Context: an optimization exercise on an open-source flow, tuned for small area and a short achievable clock period. The choices shown serve that exercise and are no tape-out recipe.
In this exercise RTL edits were held to simulation tests only and were not proved equivalent to the original.

==> inputs of v14 <==
==> flow/design.v (excerpt) <==
module lambda_layer_top #(
    parameter logic [15:0] RESET_SEED = 16'hACE1
) (
    input  wire                               clk,
    input  wire                               reset,
    input  wire [lambda_pkg::AXIL_ADDR_W-1:0] s_axil_awaddr,
    input  wire                               s_axil_awvalid,
    output logic                              s_axil_awready,
    input  wire [31:0]                        s_axil_wdata,
    input  wire [3:0]                         s_axil_wstrb,
    input  wire                               s_axil_wvalid,
    output logic                              s_axil_wready,
    output logic [1:0]                        s_axil_bresp,
    output logic                              s_axil_bvalid,
    input  wire                               s_axil_bready,
    input  wire [lambda_pkg::AXIL_ADDR_W-1:0] s_axil_araddr,
    input  wire                               s_axil_arvalid,
    output logic                              s_axil_arready,
    output logic [31:0]                       s_axil_rdata,
    output logic [1:0]                        s_axil_rresp,
    output logic                              s_axil_rvalid,
    input  wire                               s_axil_rready,
    input  wire                               in_valid,
    input  wire [15:0]                        in_mean,
    input  wire [15:0]                        in_var,
    output logic                              out_valid,
    output logic [15:0]                       out_lambda
);
Settings: LEC_CHECK=0, ABC_AREA=1, ABC_CLOCK_PERIOD_IN_PS=3600, CAP_MARGIN=20, CORE_MARGIN=2, CORE_UTILIZATION=75, CTS_BUF_LIST=sky130_fd_sc_hd__clkbuf_8, CTS_CLUSTER_DIAMETER=74, CTS_CLUSTER_SIZE=15, PLACE_DENSITY=0.82, SETUP_SLACK_MARGIN=4.5, SLEW_MARGIN=20; clock period 8.0 ns.
standard.sh (not shown) runs the stock make flow with config.mk's settings and CLKGATE_MAP_FILE= SYNTH_SCRIPT=/design/flow/synth_recipe.tcl, a recipe that flattens the netlist after the stock synthesis.
==> flow/flow/run.sh <==
#!/bin/bash
# The standard layout, with each port buffered by the smallest buffer
# cell (sky130_fd_sc_hd__buf_1) instead of the one buffer_ports picks.
# Everything else, synthesis included, is standard.sh unchanged.
set -euo pipefail
export BUFFER_PORTS_ARGS="-buffer_cell sky130_fd_sc_hd__buf_1"
bash standard.sh synth > synth.log 2>&1
bash standard.sh > layout.log 2>&1
==> inputs of v33, as changes to v14 <==
--- a/flow/design.v
+++ b/flow/design.v
@@ -45,23 +45,20 @@
     logic        idle;
     logic        wr_req;
     logic        rd_req;
     logic        bad_q;
     logic [15:0] seed_q;
     logic [31:0] count_q;
     logic [31:0] rd_word;
-    logic        bvalid_d;
-    logic        rvalid_d;
+    assign idle   = !s_axil_bvalid && !s_axil_rvalid;
     logic [31:0] count_inc;
     assign count_inc[0] = ~count_q[0];
     for (genvar i = 1; i < 32; i++) begin : g_inc
         assign count_inc[i] = count_q[i] ^ (&count_q[i-1:0]);
     end
-    assign bvalid_d = wr_req || (s_axil_bvalid && !s_axil_bready);
-    assign rvalid_d = rd_req || (s_axil_rvalid && !s_axil_rready);
     assign wr_req = idle && s_axil_awvalid && s_axil_wvalid;
     assign rd_req = idle && s_axil_arvalid && !(s_axil_awvalid && s_axil_wvalid);
     assign s_axil_awready = idle;
     assign s_axil_wready  = idle;
     assign s_axil_arready = idle && !(s_axil_awvalid && s_axil_wvalid);
     assign s_axil_bresp   = {bad_q, 1'b0};      
     assign s_axil_rresp   = lambda_pkg::OKAY;   
@@ -74,35 +71,39 @@
             default:   rd_word = '0;
         endcase
     end
     always_ff @(posedge clk) begin
         if (reset) begin
             s_axil_bvalid <= 1'b0;
             s_axil_rvalid <= 1'b0;
-            idle          <= 1'b1;
             noise_en      <= 1'b0;
             seed_q        <= RESET_SEED;
             seed_load     <= 1'b0;
             count_q       <= '0;
         end else begin
             seed_load <= wr_req && (s_axil_awaddr == REG_SEED);
             if (out_valid) begin
                 count_q <= count_inc;
             end
-            s_axil_bvalid <= bvalid_d;
-            s_axil_rvalid <= rvalid_d;
-            idle          <= !bvalid_d && !rvalid_d;
             if (wr_req) begin
+                s_axil_bvalid <= 1'b1;
                 if (s_axil_awaddr == REG_CTRL && s_axil_wstrb[0]) begin
                     noise_en <= s_axil_wdata[0];
                 end
                 if (s_axil_awaddr == REG_SEED) begin
                     if (s_axil_wstrb[0]) seed_q[7:0]  <= s_axil_wdata[7:0];
                     if (s_axil_wstrb[1]) seed_q[15:8] <= s_axil_wdata[15:8];
                 end
+            end else if (s_axil_bvalid && s_axil_bready) begin
+                s_axil_bvalid <= 1'b0;
+            end
+            if (rd_req) begin
+                s_axil_rvalid <= 1'b1;
+            end else if (s_axil_rvalid && s_axil_rready) begin
+                s_axil_rvalid <= 1'b0;
             end
         end
     end
     always_ff @(posedge clk) begin
         if (wr_req) begin
             bad_q <= !((s_axil_awaddr == REG_CTRL) || (s_axil_awaddr == REG_SEED));
         end
@@ -147,37 +148,35 @@
     output logic        neg,    
     output logic        ci      
 );
     logic       below, above, lin, u;
     logic [2:0] idx;
     logic [1:0] j;
     logic [7:0] f;
+    logic [14:0] b;
     logic [9:0] c;
     logic [10:0] d;
     assign below = x[15] & ~(&x[14:10]);
     assign above = ~x[15] & (|x[14:10]);
     assign lin   = ~below & ~above;
     assign idx   = {~x[10], x[9:8]};    
     assign u     = idx[2];
     assign j     = u ? ~idx[1:0] : idx[1:0];
     assign f     = x[7:0];
-    logic [9:0]  f3, f97;
-    logic [10:0] f5;
-    logic [6:0] bh;
-    assign f3  = {1'b0, f, 1'b0} + {2'd0, f};
-    assign f5  = {1'b0, f, 2'b0} + {3'd0, f};
-    assign f97 = {1'b0, f, 1'b0} + {2'd0, f} + {7'd0, f[7:5]};
+    logic [14:0] row1, row2, row3;
     always_comb begin
         case (j)
-            2'd0:    bh = {4'd0, f[7:5]};
-            2'd1:    bh = {2'd0, f5[10:6]};
-            2'd2:    bh = {1'b0, f3[9:4]};
-            default: bh = f97[9:3];
+            2'd0:    begin row1 = {4'd0, f, 3'd0}; row2 = 15'd0;            end
+            2'd1:    begin row1 = {3'd0, f, 4'd0}; row2 = {5'd0, f, 2'd0};  end
+            2'd2:    begin row1 = {2'd0, f, 5'd0}; row2 = {3'd0, f, 4'd0};  end
+            default: begin row1 = {1'b0, f, 6'd0}; row2 = {2'd0, f, 5'd0};  end
         endcase
+        row3 = (j == 2'd3) ? {7'd0, f} : 15'd0;
     end
+    assign b = row1 + row2 + row3;
     logic bz;
     always_comb begin
         case (j)
             2'd0:    bz = (f[4:0] == 5'd0);
             2'd1:    bz = (f[5:0] == 6'd0);
             2'd2:    bz = (f[3:0] == 4'd0);
             default: bz = (f == 8'd0);
@@ -193,15 +192,15 @@
             3'd5:    c = 10'd336;
             3'd6:    c = 10'd545;
             default: c = 10'd780;
         endcase
     end
     assign d   = {1'b0, c} + (u ? {3'd0, f} : 11'd0);
     assign p   = above ? x[14:0] : (lin ? {4'd0, d} : 15'd0);
-    assign bm  = lin ? bh : 7'd0;
+    assign bm  = lin ? b[14:8] : 7'd0;
     assign neg = lin & u;
     assign ci  = lin & u & bz;
 endmodule
 module softplus_post (
     input  wire [14:0]  p,
     input  wire [6:0]   bm,
     input  wire         neg,
@@ -213,34 +212,30 @@
 `default_nettype wire
 `timescale 1ns/1ps
 `default_nettype none
 module sqrt_step #(
     parameter int K = 0
 ) (
     input  wire [13:0]  r_in,     
-    input  wire [11:0]  qn_in,    
+    input  wire [11:0]  q_in,     
     input  wire [1:0]   pair,     
     output logic [13:0] r_out,    
-    output logic [11:0] qn_out    
+    output logic [11:0] q_out     
 );
     localparam int W = K + 3;
     logic [W-1:0] t;
-    logic [W:0]   ntrial;         
-    logic [W:0]   d;              
-    logic         lt;
-    assign t      = {r_in[K:0], pair};
-    if (K == 0) begin : g_first
-        assign ntrial = 4'b1110;
-    end else begin : g_rest
-        assign ntrial = {2'b11, qn_in[K-1:0], 2'b10};
-    end
-    assign d      = {1'b0, t} + ntrial + (W+1)'(1);
-    assign lt     = d[W];
-    assign r_out  = 14'(lt ? t[K+1:0] : d[K+1:0]);
-    assign qn_out = 12'({qn_in, lt});
+    logic [W-1:0] trial;
+    logic [W:0]   d;
+    logic         ge;
+    assign t     = {r_in[K:0], pair};
+    assign trial = W'({q_in, 2'b01});
+    assign d     = {1'b0, t} - {1'b0, trial};
+    assign ge    = ~d[W];
+    assign r_out = 14'(ge ? d[K+1:0] : t[K+1:0]);
+    assign q_out = 12'({q_in, ge});
 endmodule
 `default_nettype wire
 `timescale 1ns/1ps
 `default_nettype none
 module reparam_core (
     input  wire        clk,
     input  wire        reset,
@@ -287,16 +282,16 @@
     logic [23:0] rad1;
     assign rad1 = {1'b0, sp1, 8'd0};
     logic [13:0] r_c1 [0:4];
     logic [11:0] q_c1 [0:4];
     assign r_c1[0] = '0;
     assign q_c1[0] = '0;
     for (genvar k = 0; k < 4; k++) begin : g_c1
-        sqrt_step #(.K(k)) i_st (.r_in(r_c1[k]), .qn_in(q_c1[k]), .pair(rad1[23-2*k -: 2]),
-                                 .r_out(r_c1[k+1]), .qn_out(q_c1[k+1]));
+        sqrt_step #(.K(k)) i_st (.r_in(r_c1[k]), .q_in(q_c1[k]), .pair(rad1[23-2*k -: 2]),
+                                 .r_out(r_c1[k+1]), .q_out(q_c1[k+1]));
     end
     logic [4:0]  r2;
     logic [3:0]  q2;
     logic [7:0]  sp2;
     logic [15:0] m2;
     always_ff @(posedge clk) begin
         r2  <= r_c1[4][4:0];
@@ -305,16 +300,16 @@
         m2  <= m1;
     end
     logic [13:0] r_c2 [4:6];
     logic [11:0] q_c2 [4:6];
     assign r_c2[4] = 14'(r2);
     assign q_c2[4] = 12'(q2);
     for (genvar k = 4; k < 6; k++) begin : g_c2
-        sqrt_step #(.K(k)) i_st (.r_in(r_c2[k]), .qn_in(q_c2[k]), .pair(sp2[15-2*k -: 2]),
-                                 .r_out(r_c2[k+1]), .qn_out(q_c2[k+1]));
+        sqrt_step #(.K(k)) i_st (.r_in(r_c2[k]), .q_in(q_c2[k]), .pair(sp2[15-2*k -: 2]),
+                                 .r_out(r_c2[k+1]), .q_out(q_c2[k+1]));
     end
     logic [6:0]         r3;
     logic [5:0]         q3;
     logic [3:0]         sp3;
     logic [15:0]        m3;
     logic signed [10:0] e3;
     always_ff @(posedge clk) begin
@@ -325,16 +320,16 @@
         e3  <= noise_en ? eps_raw[15:EPS_SHIFT] : 11'd0;
     end
     logic [13:0] r_c3 [6:8];
     logic [11:0] q_c3 [6:8];
     assign r_c3[6] = 14'(r3);
     assign q_c3[6] = 12'(q3);
     for (genvar k = 6; k < 8; k++) begin : g_c3
-        sqrt_step #(.K(k)) i_st (.r_in(r_c3[k]), .qn_in(q_c3[k]), .pair(sp3[15-2*k -: 2]),
-                                 .r_out(r_c3[k+1]), .qn_out(q_c3[k+1]));
+        sqrt_step #(.K(k)) i_st (.r_in(r_c3[k]), .q_in(q_c3[k]), .pair(sp3[15-2*k -: 2]),
+                                 .r_out(r_c3[k+1]), .q_out(q_c3[k+1]));
     end
     logic [8:0]         r4;
     logic [7:0]         q4;
     logic [15:0]        m4;
     logic signed [10:0] e4;
     always_ff @(posedge clk) begin
         r4 <= r_c3[8][8:0];
@@ -343,16 +338,16 @@
         e4 <= e3;
     end
     logic [13:0] r_c4 [8:10];
     logic [11:0] q_c4 [8:10];
     assign r_c4[8] = 14'(r4);
     assign q_c4[8] = 12'(q4);
     for (genvar k = 8; k < 10; k++) begin : g_c4
-        sqrt_step #(.K(k)) i_st (.r_in(r_c4[k]), .qn_in(q_c4[k]), .pair(2'b00),
-                                 .r_out(r_c4[k+1]), .qn_out(q_c4[k+1]));
+        sqrt_step #(.K(k)) i_st (.r_in(r_c4[k]), .q_in(q_c4[k]), .pair(2'b00),
+                                 .r_out(r_c4[k+1]), .q_out(q_c4[k+1]));
     end
     logic [10:0]        r5;
     logic [9:0]         q5;
     logic [15:0]        m5;
     logic signed [10:0] e5;
     always_ff @(posedge clk) begin
         r5 <= r_c4[10][10:0];
@@ -361,39 +356,37 @@
         e5 <= e4;
     end
     logic [13:0] r_c5 [10:12];
     logic [11:0] q_c5 [10:12];
     assign r_c5[10] = 14'(r5);
     assign q_c5[10] = 12'(q5);
     for (genvar k = 10; k < 12; k++) begin : g_c5
-        sqrt_step #(.K(k)) i_st (.r_in(r_c5[k]), .qn_in(q_c5[k]), .pair(2'b00),
-                                 .r_out(r_c5[k+1]), .qn_out(q_c5[k+1]));
+        sqrt_step #(.K(k)) i_st (.r_in(r_c5[k]), .q_in(q_c5[k]), .pair(2'b00),
+                                 .r_out(r_c5[k+1]), .q_out(q_c5[k+1]));
     end
     logic [24:0] ca5, cb5;
-    mac_hi i_mac_hi (.q(~q5), .e(e5), .m(m5), .ca(ca5), .cb(cb5));
+    mac_hi i_mac_hi (.q(q5), .e(e5), .m(m5), .ca(ca5), .cb(cb5));
     logic [1:0]         s6;
     logic [24:0]        ca6, cb6;
     logic signed [10:0] e6;
     always_ff @(posedge clk) begin
-        s6  <= ~q_c5[12][1:0];
+        s6  <= q_c5[12][1:0];
         ca6 <= ca5;
         cb6 <= cb5;
         e6  <= e5;
     end
     logic [24:0] acc6;
     logic [16:0] sum;
     mac_lo i_mac_lo (.ca(ca6), .cb(cb6), .s(s6), .e(e6), .t(acc6));
     assign sum = acc6[24:8];
+    logic [16:0] sum_q;
     always_ff @(posedge clk) begin
-        if (sum[16] != sum[15]) begin
-            out_lambda <= {sum[16], {15{~sum[16]}}};
-        end else begin
-            out_lambda <= sum[15:0];
-        end
+        sum_q <= sum;
     end
+    assign out_lambda = (sum_q[16] != sum_q[15]) ? {sum_q[16], {15{~sum_q[16]}}} : sum_q[15:0];
 endmodule
 `default_nettype none
 module mac_hi (
     input  wire [9:0]   q,      
     input  wire [10:0]  e,      
     input  wire [15:0]  m,      
     output logic [24:0] ca,
- ABC_AREA: 1 -> 0
- CORE_UTILIZATION: 75 -> 65
- PLACE_DENSITY: 0.82 -> 0.75
- SETUP_SLACK_MARGIN: 4.5 -> 4.3
==> metrics.yaml <==
status: "timing/DRC/antenna clean"
period_minus_slack_ns: 3.99
seq_area_frac_synth_pct: 40.9
grt_pass1_wl_um: 61800
buffers: 208
synthAdderAreaFrac_pct: 20.8
synth_compound_area_share_pct: 10.4
cp.depth: 19
clkTransAtPathRegs_ns: 0.10
dpl.hpwl_um: 27100
synthMuxAreaShare_pct: 3.90
pg_seq_mw: 2.37
wl_met1_um: 16500
start_util_pct: 65.5
fmax_mhz: 251
met3_length_um: 1950
# the run above: v33

==> metrics.yaml <==
synthAdderAreaFrac_pct: 20.0
grt_pass1_wl_um: 75500
wl_met1_um: 18900
synthMuxAreaShare_pct: 0
cp.depth: 3
fmax_mhz: 277
dpl.hpwl_um: 34200
pg_seq_mw: 2.44
status: "timing/DRC/antenna clean"
clkTransAtPathRegs_ns: 0.08
start_util_pct: 76.2
synth_compound_area_share_pct: 9.57
period_minus_slack_ns: 3.61
# the run above: v14

what the ideal ports hide:
How much do the figures lean on ideal ports? The routed layouts below were timed once more, with nothing changed but the port constraints.
Step 1 assumes that a clkbuf_16 drives the clock port and a buf_2 every other input.
Step 2 times the ports against the registers' clock, not the clock port: input delays grow and output delays shrink by t, the midpoint of the rising clock arrivals with the driver on.
Slacks: ideal ports / drivers / drivers and shift; pairs: ideal ports / drivers.
run	t, ns	slack for setup (ns)	worst setup path after step 2	worst register clock-pin slew, ns	pins driven straight from the clock port
v14	0.669	4.392 / 4.357 / 4.024	input to register	0.10 / 0.10	1
v33	0.643	4.015 / 4.024 / 3.381	input to register	0.10 / 0.10	1
After both steps setup and hold are still met in every run listed. The setup slack of v33, which loses most, moves by +0.009 ns with the drivers and by -0.634 ns with both steps.
